Context: an optimization exercise on an open-source flow, tuned for small area, a short achievable clock period and few clock cycles. The choices shown serve that exercise and are no tape-out recipe. The RTL was checked by simulation tests, not by an equivalence proof against the original design. Power is estimated from default activity; no workload was simulated.

## design/flow/config.mk

```make
export PLATFORM = sky130hd
export DESIGN_NAME = ranked_list_insert_remove_top
export DESIGN_NICKNAME = ranked_list_insert_remove_top
export VERILOG_FILES = /design/flow/design.v
export SDC_FILE = /design/flow/constraint.sdc
export NUM_CORES = 4
export LEC_CHECK = 0
export CAP_MARGIN = 20
export CORE_MARGIN = 2
export CORE_UTILIZATION = 40
export SLEW_MARGIN = 20
```

## design/flow/constraint.sdc

```tcl
create_clock -name core_clock -period 6.0 [get_ports {clk}]
set_input_delay 1.2000 -clock core_clock [delete_from_list [all_inputs] [get_ports {clk}]]
set_output_delay 1.2000 -clock core_clock [all_outputs]
set_load 0.01 [all_outputs]
```

## design/flow/design.v

```verilog
package rli_pkg;
    localparam int CAPACITY_DEF   = 64;
    localparam int ELEM_WIDTH_DEF = 32;
    localparam int OP_W   = 2;
    localparam int POS_W  = 7;
    localparam int WORD_W = 32;
    localparam int CNT_W  = 7;
    typedef enum logic [OP_W-1:0] {
        OP_INSERT = 2'd0,
        OP_REMOVE = 2'd1,
        OP_READ   = 2'd2,
        OP_WRITE  = 2'd3
    } op_t;
    typedef enum logic [1:0] {
        ST_OK    = 2'd0,
        ST_RANGE = 2'd1,
        ST_FULL  = 2'd2,
        ST_ORDER = 2'd3
    } status_t;
endpackage
module rli_ram #(
    parameter int WIDTH = 32,
    parameter int DEPTH = 64
) (
    input  logic                     clk,
    input  logic                     wr_en,
    input  logic [$clog2(DEPTH)-1:0] wr_addr,
    input  logic [WIDTH-1:0]         wr_data,
    input  logic                     rd_en,
    input  logic [$clog2(DEPTH)-1:0] rd_addr,
    output logic [WIDTH-1:0]         rd_data
);
    logic [WIDTH-1:0] mem [DEPTH];
    always_ff @(posedge clk)
    begin
        if (wr_en)
        begin
            mem[wr_addr] <= wr_data;
        end
        if (rd_en)
        begin
            rd_data <= mem[rd_addr];
        end
    end
endmodule
import rli_pkg::*;
module ranked_list_insert_remove_top #(
    parameter int CAPACITY   = CAPACITY_DEF,
    parameter int ELEM_WIDTH = ELEM_WIDTH_DEF
) (
    input  logic              clk,
    input  logic              rst_n,
    input  logic              in_valid,
    output logic              in_stall,
    input  logic [OP_W-1:0]   operation,
    input  logic [POS_W-1:0]  position,
    input  logic [POS_W-1:0]  end_position,
    input  logic [WORD_W-1:0] value,
    output logic              out_valid,
    input  logic              out_stall,
    output logic [WORD_W-1:0] read_value,
    output logic [1:0]        status,
    output logic [CNT_W-1:0]  removed_count,
    output logic [CNT_W-1:0]  count_after
);
    localparam int AW = $clog2(CAPACITY);
    localparam int CW = $clog2(CAPACITY + 1);
    logic                  q0_v, q1_v;
    logic [1:0]            q0_op, q1_op;
    logic [POS_W-1:0]      q0_pos, q1_pos;
    logic [POS_W-1:0]      q0_end, q1_end;
    logic [ELEM_WIDTH-1:0] q0_val, q1_val;
    logic in_xfer;
    logic exec;
    logic out_free;
    logic [ELEM_WIDTH-1:0] ram [CAPACITY];
    logic [AW-1:0]         rank [CAPACITY];    
    logic [CW-1:0]         count_reg;
    logic                  busy;               
    logic [AW-1:0]         rem_pos;
    logic [AW-1:0]         rem_left;           
    logic                  b_v;
    logic                  b_rd;
    logic [AW-1:0]         b_slot;
    logic [1:0]            b_status;
    logic [CNT_W-1:0]      b_removed;
    logic [CNT_W-1:0]      b_count;
    assign in_stall = q1_v;
    assign in_xfer  = in_valid && !q1_v;
    assign out_free = !out_valid || !out_stall;
    assign exec     = q0_v && !busy && (!b_v || out_free);
    logic [1:0]    d_status;
    logic [CW-1:0] hi_clip;
    logic [CW-1:0] n_calc;
    logic [CW-1:0] count_new;
    logic          pos_gt_cnt, pos_lt_cnt, end_lt_pos, end_lt_cnt, full;
    logic          d_ins, d_wr, d_rd, d_rem, d_rem_shift;
    always_comb
    begin
        pos_gt_cnt = {1'b0, q0_pos} > {1'b0, count_reg};
        pos_lt_cnt = {1'b0, q0_pos} < {1'b0, count_reg};
        end_lt_pos = q0_end < q0_pos;
        end_lt_cnt = {1'b0, q0_end} < {1'b0, count_reg};
        full       = (count_reg == CW'(CAPACITY));
        hi_clip    = end_lt_cnt ? CW'(q0_end) : count_reg;
        n_calc     = hi_clip - CW'(q0_pos);
        case (q0_op)
            OP_INSERT: d_status = pos_gt_cnt ? ST_RANGE : (full ? ST_FULL : ST_OK);
            OP_REMOVE: d_status = end_lt_pos ? ST_ORDER : (pos_gt_cnt ? ST_RANGE : ST_OK);
            default:   d_status = pos_lt_cnt ? ST_OK : ST_RANGE;
        endcase
        d_ins = (q0_op == OP_INSERT) && (d_status == ST_OK);
        d_rem = (q0_op == OP_REMOVE) && (d_status == ST_OK);
        d_rd  = (q0_op == OP_READ)   && (d_status == ST_OK);
        d_wr  = (q0_op == OP_WRITE)  && (d_status == ST_OK);
        d_rem_shift = d_rem && end_lt_cnt && (n_calc != '0);
        count_new = count_reg;
        if (d_ins)
            count_new = count_reg + CW'(1);
        else if (d_rem)
            count_new = count_reg - n_calc;
    end
    logic [AW-1:0] sh_pos;
    logic [AW-1:0] at_pos;       
    logic          do_ins, do_rot;
    logic [CAPACITY-1:0] ge, eq;
    always_comb
    begin
        sh_pos = busy ? rem_pos : AW'(q0_pos);
        at_pos = rank[sh_pos];
        do_ins = exec && d_ins;
        do_rot = busy || (exec && d_rem_shift);
        for (int i = 0; i < CAPACITY; i++)
        begin
            ge[i] = (AW'(i) >= sh_pos);
            eq[i] = (AW'(i) == sh_pos);
        end
    end
    always_ff @(posedge clk or negedge rst_n)
    begin
        if (!rst_n)
        begin
            for (int i = 0; i < CAPACITY; i++)
                rank[i] <= AW'(i);
        end
        else
        begin
            for (int i = 0; i < CAPACITY; i++)
            begin
                if (do_ins && ge[i])
                    rank[i] <= eq[i] ? rank[CAPACITY - 1] : rank[(i > 0) ? i - 1 : 0];
                else if (do_rot && ge[i])
                    rank[i] <= (i == CAPACITY - 1) ? at_pos : rank[(i < CAPACITY - 1) ? i + 1 : i];
            end
        end
    end
    logic [AW-1:0] wr_slot;
    logic          wr_en;
    assign wr_slot = d_ins ? rank[CAPACITY - 1] : at_pos;
    assign wr_en   = exec && (d_ins || d_wr);
    always_ff @(posedge clk)
    begin
        for (int i = 0; i < CAPACITY; i++)
        begin
            if (wr_en && wr_slot == AW'(i))
                ram[i] <= q0_val;
        end
    end
    always_ff @(posedge clk or negedge rst_n)
    begin
        if (!rst_n)
        begin
            q0_v      <= 1'b0;
            q1_v      <= 1'b0;
            count_reg <= '0;
            busy      <= 1'b0;
            b_v       <= 1'b0;
            out_valid <= 1'b0;
        end
        else
        begin
            if (exec)
            begin
                q0_v <= q1_v || in_xfer;
                q1_v <= 1'b0;
            end
            else if (in_xfer)
            begin
                if (q0_v)
                    q1_v <= 1'b1;
                else
                    q0_v <= 1'b1;
            end
            if (exec)
                count_reg <= count_new;
            if (busy)
                busy <= (rem_left != AW'(1));
            else if (exec && d_rem_shift)
                busy <= (n_calc != CW'(1));
            if (exec)
                b_v <= 1'b1;
            else if (out_free)
                b_v <= 1'b0;
            if (b_v && out_free)
                out_valid <= 1'b1;
            else if (!out_stall)
                out_valid <= 1'b0;
        end
    end
    always_ff @(posedge clk)
    begin
        if (exec && q1_v)
        begin
            q0_op  <= q1_op;
            q0_pos <= q1_pos;
            q0_end <= q1_end;
            q0_val <= q1_val;
        end
        else if (in_xfer && (exec || !q0_v))
        begin
            q0_op  <= operation;
            q0_pos <= position;
            q0_end <= end_position;
            q0_val <= value;
        end
        if (in_xfer && q0_v && !exec)
        begin
            q1_op  <= operation;
            q1_pos <= position;
            q1_end <= end_position;
            q1_val <= value;
        end
        if (busy)
            rem_left <= rem_left - AW'(1);
        else
        begin
            rem_pos  <= AW'(q0_pos);
            rem_left <= AW'(n_calc - CW'(1));
        end
        if (exec)
        begin
            b_rd      <= d_rd;
            b_slot    <= at_pos;
            b_status  <= d_status;
            b_removed <= d_rem ? CNT_W'(n_calc) : '0;
            b_count   <= CNT_W'(count_new);
        end
        if (b_v && out_free)
        begin
            read_value    <= b_rd ? ram[b_slot] : '0;
            status        <= b_status;
            removed_count <= b_removed;
            count_after   <= b_count;
        end
    end
endmodule
```

## design/flow/run.sh

```bash
#!/bin/bash
# synth_recipe.tcl (not shown) runs the flow's synth.tcl, then flattens the netlist and writes it again
# the make line also repeats each setting of config.mk as NAME=value (left out here)
make -C /OpenROAD-flow-scripts/flow DESIGN_CONFIG=/design/flow/config.mk WORK_HOME=/design/flow/orfs CLKGATE_MAP_FILE= SYNTH_SCRIPT=/design/flow/synth_recipe.tcl finish
```

==> flow_summary.toml <==
[detailed_routing]
avgViaCountPerCell = 6.94
wl_mm = 532
drt_iter0_drc = 17446
ant_nets = 0
drtPass1Iterations = 8
drc_errors = 0
wl_per_cell_microns = 44.7
via_count = 82714

[setup_path]
cp.required_ns = 6.58
cp-end-kind = "register"
worst-endpoint-arrival_ns = 6.76
start_kind = "register"
path_max_fanout = 26
worst-setup-path-type = "reg -> reg"

[logic_synthesis]
synthDistinctLibCells = 103
async_flop_share = 0.151
synthAdderAreaFrac = 0.00469
syn_inst = 7249
ys.flop_type = "edfxtp_1"
syn-num-nets = 7340
syn_area_sq_um = 109000
synth_top_family_by_area = "compound AO/OA/AOI/OAI gates"
synth_simple_gate_area_frac = 0.0599
yosys.area_share.xor_xnor = 0.00197
ys_seq_area_frac = 0.703
synth-edff-count = 2215
postSynthAreaPerCell_sq_um = 15.1
synth_compound_area_frac = 0.132
synth.area.mux_share = 0.0796
ys_ff_latch = 2623
yosysWarnings = 3

[sta]
slew_headroom = 0.147
hold_viol = 0
fmax_ghz = 0.162
rsz0062_at_grt = "false"
finalCritPeriodShare = 1.03
fin_crit_ns = 6.17
holdWs_ns = 0.235
slew_viol_final = 0
setup_viol = 26
skew_ns = 0.112
setup_ws_ns = -0.174
worst_pin_slew_ns = 1.28

[global_route]
grt_max_degree = 135
grt_remaining_overflow = 0
antenna_found_initial = 62
grt_pass1_wl_mm = 702
grt_use_total = 0.373
grt_pass1_vias = 77394

[cells_and_area]
largest_reg_flops = 2048
utilization = 0.489
reg_top3 = "ram (2048), rank (384)"
layout-drive-gt1-share = 0.262
n_fill_cell = 23094
nets = 8178
area_delta_synth_final_pct = 21.9
multi_input_area_sq_um = 31500
design_area_sq_um = 133000
seq_area_sq_um = 76900
regMostFlops = "ram"

[floorplanning]
die_w_microns = 527
core-area_sq_um = 273000
die_h_microns = 527
placementRows = 192
die_area_sq_um = 278000
start_util = 0.401
num_io_pins = 102

[placed_design]
io_buffer_count = 101
hpwl_mm = 358
place_area_sq_um = 124000
pre_cts_ws_ns = -0.00841
gp_congestion = 1.06

[hold_path]
min-delay-path-class = "in -> async"

[clock_network]
root_buffer = "clkbuf_16"
clk_latency_ns = 0.97
clk_pin_slew_ns = 0.06
numCtsBuffers = 284
clock_sink_count = 2623
tritoncts = "built"
htree_levels = 5
holdBufCountCts = 0
clock_path_buffers = 4

[status]
outcome = "complete, but fails checks"
failed_checks = "setup timing"

[pwr]
power_density_nw_per_um2 = 524
power.total_w = 0.0699
power.leakage_nw = 46.6
ir_drop_v = 0.000566

[job]
maxCapViolations = 0
-- power by group --
| group | internal (W) | leakage, nW | switching, W |
|---|---|---|---|
| Clock | 0.0101 | 4.52 | 0.00774 |
| Combinational | 0.00845 | 17.3 | 0.0171 |
| Sequential | 0.0239 | 24.8 | 0.00266 |
-- metal layers --
| layer | routed length (microns) | up-vias | track usage |
|---|---|---|---|
| met2 | 217000 | 7690 | 0.519 |
| met3 | 82900 | 1500 | 0.137 |
| met1 | 202000 | 42285 | 0.515 |
| met5 | 328 | - | 0 |
| li1 | - | 31191 | - |
| met4 | 30400 | 48 | 0.177 |
-- worst max-delay path, stage by stage (launching register included) --
cell	delay [ns]
dfrtp_2	0.64
buf_4	0.39
nor3b_1	0.13
buf_4	0.21
o22ai_1	0.46
buf_4	0.23
a31oi_1	0.06
a2111oi_1	0.81
nand4_1	0.22
nor4_1	0.45
buf_4	0.24
a21boi_1	0.11
buf_4	0.16
or2_1	0.23
buf_12	0.18
nor4b_2	0.68
buf_4	0.40
buf_12	0.23
-- path summary, 6_finish.rpt --
check                                  start                to  cells after the start  slack, ns
min in group core_clock         b_removed[0]  removed_count[0]                      0       0.42
max in group asynchronous              rst_n              busy                      3       4.22
worst max register to register          busy       ram[56][19]                     17      -0.17
worst min-delay path                   rst_n       rank[52][1]                      1       0.24
worst max-delay path                    busy       ram[56][19]                     17      -0.17
worst min register to register  b_removed[0]  removed_count[0]                      0       0.42
-- what timing repair did --
| item | CTS | global route |
|---|---|---|
| setup buffers | 0 | 3 |
| endpoints found under the setup margin | 0 | 275 |
| resized for setup | 0 | 2 |
-- kinds of logic after synthesis --
group                    count (synthesis)
AO/OA/AOI/OAI                         1931
XOR/XNOR                                23
adder cells (fa/ha/maj)                 40
buffers and inverters                  535
flip-flops                            2623
multiplexers                           812
AND/OR/NAND/NOR                       1285
-- through the flow --
| stage | std cells | TNS, ns |
|---|---|---|
| after floorplan | 7249 | -1254.73 |
| after global placement | 11379 | -4.26 |
| after detailed placement | 11383 | -0.0419 |
| after CTS | 11898 | 0 |
| after global routing | 11906 | 0 |
| final | 11921 | -2.98 |
-- final cells by class --
type / instances / area share
antenna: 16 / 0.000300
clock buffer: 353 / 0.0564
clock inverter: 162 / 0.0134
inverter: 47 / 0.00132
multi-input combinational: 4091 / 0.236
sequential: 2623 / 0.576
tap: 3589 / 0.0337
timing repair buffer: 1040 / 0.0822
-- synthesized netlist by cell type, types with 12 or more instances --
cell	count	area [sq um]
nand2b_1	13	81.3
buf_1	61	229
o22ai_1	25	156
a211oi_1	23	173
nor4_1	42	263
a32oi_1	24	210
a21boi_0	30	225
a22o_1	354	3100
nor2_1	192	721
mux2_2	441	4970
a32o_1	15	150
inv_1	46	173
nand4_1	157	982
nand3_1	153	766
nand3b_1	15	113
ha_1	37	463
a31oi_1	28	175
and3_1	26	163
o21ai_0	393	1970
clkbuf_1	382	1430
nor3b_1	16	120
buf_2	35	175
nor3_1	56	280
a222oi_1	19	190
dfrtp_1	204	5100
o31a_1	34	298
a221oi_1	339	2970
a21oi_1	108	541
or3b_2	12	105
mux2i_1	368	3680
edfxtp_1	2215	66500
nand2_1	447	1680
a22oi_1	409	3070
dfxtp_1	12	240
dfstp_2	192	5040
or4_1	38	285
nor4b_1	32	280
xnor2_1	14	123
-- cells in the final DEF (no fill, tap or decap), types with 37 or more instances in the layout --
cell type        instances
edfxtp_1              2215
buf_4                  707
nand2_1                446
mux2_2                 441
a22oi_1                407
o21ai_0                393
mux2i_1                368
a22o_1                 354
a221oi_1               339
clkbuf_16              286
buf_12                 225
dfrtp_1                203
dfstp_2                192
nand4_1                157
nand3_1                152
nor2_1                 126
a21oi_1                107
clkdlybuf4s50_1        100
nor2_4                  66
clkbuf_1                56
nor3_1                  54
clkinv_1                51
inv_1                   46
clkinv_2                43
or4_1                   38
ha_1                    37
Testbench counts, summed over its fixed seeds: cycles 5,643.

## afterwards: timing with drivers on the ports
Ports are ideal in the flow. The routed layout listed here was re-timed in OpenROAD.
Step 1: set_driving_cell puts a clkbuf_16 on clk and a buf_2 on each other input, an assumption about the parent block.
Step 2, shift: input delay + t, output delay - t, t = (earliest + latest rising clock arrival at the registers) / 2. This alone moves slack from input paths to output paths.
Slacks: ideal / step 1 / step 2; pairs: ideal / step 1.
t, ns: 1.012
setup WS [ns]: -0.174 / -0.174 / -0.174
clock arrival spread, ns: 0.112 / 0.112
For this run, drivers alone change the setup slack by 0.000 ns; drivers and shift together by 0.000 ns.
